From an optimization exercise on the open Yosys and OpenROAD flow, aimed at small area, a short achievable clock period and few clock cycles per item; shortcuts taken in it are not production practice.
The RTL was checked by simulation tests, not by an equivalence proof against the original design.
Power and IR drop assume default switching activity.

build 93:
Design mul_share_arbiter, start of the top module:
module mul_share_arbiter #(
    parameter int DATAWIDTH = 64,
    parameter int LATENCY   = 3
) (
    input  logic                   Clk,
    input  logic                   Rst,
    input  logic [3:0]             Req,
    input  logic [4*DATAWIDTH-1:0] A,
    input  logic [4*DATAWIDTH-1:0] B,
    output logic [3:0]             Grant,
    output logic [3:0]             Done,
    output logic [DATAWIDTH-1:0]   Prod,
    output logic                   Busy
);
Size: about 6400 cells after synthesis, ~760 flip-flops, roughly 62000 um2 of cells after synthesis.
clock: 8.5 ns
lec_check: 0
abc_area: 1
cap_margin: 60
core_margin: 2
core_utilization: 40
setup_slack_margin: 5
slew_margin: 60
synth_hierarchical: 1
standard.sh (not shown) runs the stock make flow with config.mk's settings and CLKGATE_MAP_FILE= SYNTH_SCRIPT=/design/flow/synth_recipe.tcl, a recipe that flattens the netlist after the stock synthesis.
==> flow/flow/run.sh <==
#!/bin/bash
set -euo pipefail
cd "$(dirname "$0")/.."
bash standard.sh "BUFFER_PORTS_ARGS=-buffer_cell sky130_fd_sc_hd__buf_1" \
    SETUP_SLACK_MARGIN=5.6 finish > standard.log 2>&1
Testbench counts of build 93, summed over its fixed seeds: cycles 1,568, items 1,536.
The following lists how build 70 was set up differently from build 93:
Settings: CAP_MARGIN: 60 -> 20; SLEW_MARGIN: 60 -> 20.
Results
Layout checks on build 70: not met. Flow itself completed; violations: capacitance limit, slew limit. Area of combinational cells with multiple inputs delta (build 70 -> build 93): insignificant. Between build 93 and build 70, number of diodes added for antenna fixing is lower for build 93, build 70 comes in above that. ~same number of placed instances with taps included in build 93 and build 70. The switching fraction of total power number comes out lower for build 70 vs build 93. Sequential cell area share essentially unchanged between build 70 and build 93. Portion of the layout cell area used by non-clock buffers: build 93 and build 70 compared, lower one is build 70. Build 70 vs. build 93: aggregate global-route resource usage now sits higher, critical path depth shrank by 1. Of build 93 and build 70, build 93 shows the lower total power of the final layout, with build 70 above it. In the flow results for build 93 and build 70, the insertion delay of the later-clocked pin in the worst-skew pair is larger on build 93.
What build 85 does differently from build 70 at the input level:
Settings: a change of CAP_MARGIN from 20 to 30; a change of SLEW_MARGIN from 20 to 30.
--- outcome ---
Diff build 70 -> build 85 | design area | increase of 0.48%. Complete run, failing final checks: build 85, reason capacitance limit, slew limit. Compared with build 70, build 85 shows post-CTS setup buffer count that has gone up by more than 10%. Looking at build 70 and build 85, the met1 demand-to-capacity share in global routing is a wash.
> inputs changed (build 85 -> build 5)
Settings: CTS_BUF_LIST: unset -> sky130_fd_sc_hd__clkbuf_8; CAP_MARGIN: 30 -> 60; SLEW_MARGIN: 30 -> 60.
### Flow results
Build 5: no failed stages, no open violations at the end. Build 5 against build 85: power share of the combinational group was more or less identical; number of buffers other than clock buffers in the final layout saw an increase; number of levels the H-tree was split into +1. Compared with build 85, build 5 supports a lower clock frequency. Build 5 reports a higher final-layout non-clock buffer area share than build 85 does. Power consumption in build 5 is about 4.6% lower than in build 85. Of build 5 and build 85, the lower HPWL after detailed placement belongs to build 85.

========
mul_share_arbiter, a different RTL version from the one above (not shown whole).
For scale: about 6300 cells after synthesis, roughly 730 flip-flops, about 590 I/O pins, ~61000 um^2 of cells after synthesis.
==> flow/design.v (excerpt) <==
module mul_share_arbiter #(
    parameter int DATAWIDTH = 64,
    parameter int LATENCY   = 3
) (
    input  logic                   Clk,
    input  logic                   Rst,
    input  logic [3:0]             Req,
    input  logic [4*DATAWIDTH-1:0] A,
    input  logic [4*DATAWIDTH-1:0] B,
    output logic [3:0]             Grant,
    output logic [3:0]             Done,
    output logic [DATAWIDTH-1:0]   Prod,
    output logic                   Busy
);
export LEC_CHECK = 0
export ABC_AREA = 1
export CAP_MARGIN = 20
export CORE_MARGIN = 2
export CORE_UTILIZATION = 40
export SETUP_SLACK_MARGIN = 5
export SLEW_MARGIN = 20
export SYNTH_HIERARCHICAL = 1
create_clock -name core_clock -period 8.5 [get_ports {Clk}]
==> flow/flow/run.sh <==
#!/bin/bash
set -euo pipefail
cd "$(dirname "$0")/.."
bash standard.sh "BUFFER_PORTS_ARGS=-buffer_cell sky130_fd_sc_hd__buf_1" \
    SETUP_SLACK_MARGIN=5.3 finish > standard.log 2>&1
Testbench counts at the start, summed over its fixed seeds: cycles 1,568, items 1,536.
Rerun with:
==> flow/run.sh (new file) <==
#!/bin/bash
# synth_recipe.tcl (not shown) runs the flow's synth.tcl, then flattens the netlist and writes it again
# the make line also repeats each setting of config.mk as NAME=value (left out here)
make -C /OpenROAD-flow-scripts/flow DESIGN_CONFIG=/design/flow/config.mk WORK_HOME=/design/flow/orfs CLKGATE_MAP_FILE= SYNTH_SCRIPT=/design/flow/synth_recipe.tcl finish
removed: flow/flow/run.sh
removed: flow/standard.sh
Total power decreases by about 0.43%.
Maximum frequency decreases by 7.3%.
Sequential power hardly moves.
Rerun with:
- CORE_UTILIZATION: 40 -> 60
- PLACE_DENSITY: unset -> 0.7
The changed run produced a clean layout.
Global-route usage grows by 13 points.
Wire length shrinks by roughly a tenth.
Synthesized area is unchanged.
Utilization grows by 22 points.

-- afterwards: timing with drivers on the ports --
How much do the figures lean on ideal ports? The routed layouts below were timed once more, with nothing changed but the port constraints.
Step 1, drivers: a clkbuf_16 drives Clk and a buf_2 each remaining input, both assumed.
Step 2 times the ports against the registers' clock, not the clock port: input delays grow and output delays shrink by t, the midpoint of the rising clock arrivals with the driver on.
Three values: no drivers, after step 1, after step 2; two values: the first two.
run | shift t [ns] | slack for setup (ns) | hold WS [ns] | clock arrival spread, ns | pins driven straight from the clock port
build 93 | 0.785 | 5.457 / 5.410 / 5.357 | 0.319 / 0.319 / 0.319 | 0.106 / 0.106 | 1
build 70 | 0.798 | 5.424 / 5.394 / 4.997 | 0.318 / 0.318 / 0.318 | 0.058 / 0.057 | 1
build 85 | 0.825 | 5.442 / 5.365 / 5.125 | 0.320 / 0.320 / 0.320 | 0.089 / 0.089 | 1
build 5 | 0.950 | 5.305 / 5.244 / 5.260 | 0.317 / 0.317 / 0.317 | 0.087 / 0.087 | 1
the first run of note 2 | 0.777 | 5.197 / 5.197 / 4.930 | 0.325 / 0.325 / 0.325 | 0.044 / 0.044 | 1
the second run of note 2 | 0.798 | 4.936 / 4.936 / 4.272 | 0.313 / 0.313 / 0.313 | 0.035 / 0.036 | 1
the third run of note 2 | 0.789 | 4.896 / 4.896 / 4.844 | 0.320 / 0.320 / 0.320 | 0.060 / 0.061 | 1
The setup slack of the second run of note 2, which loses most, moves by 0.000 ns with the drivers and by -0.664 ns with both steps.
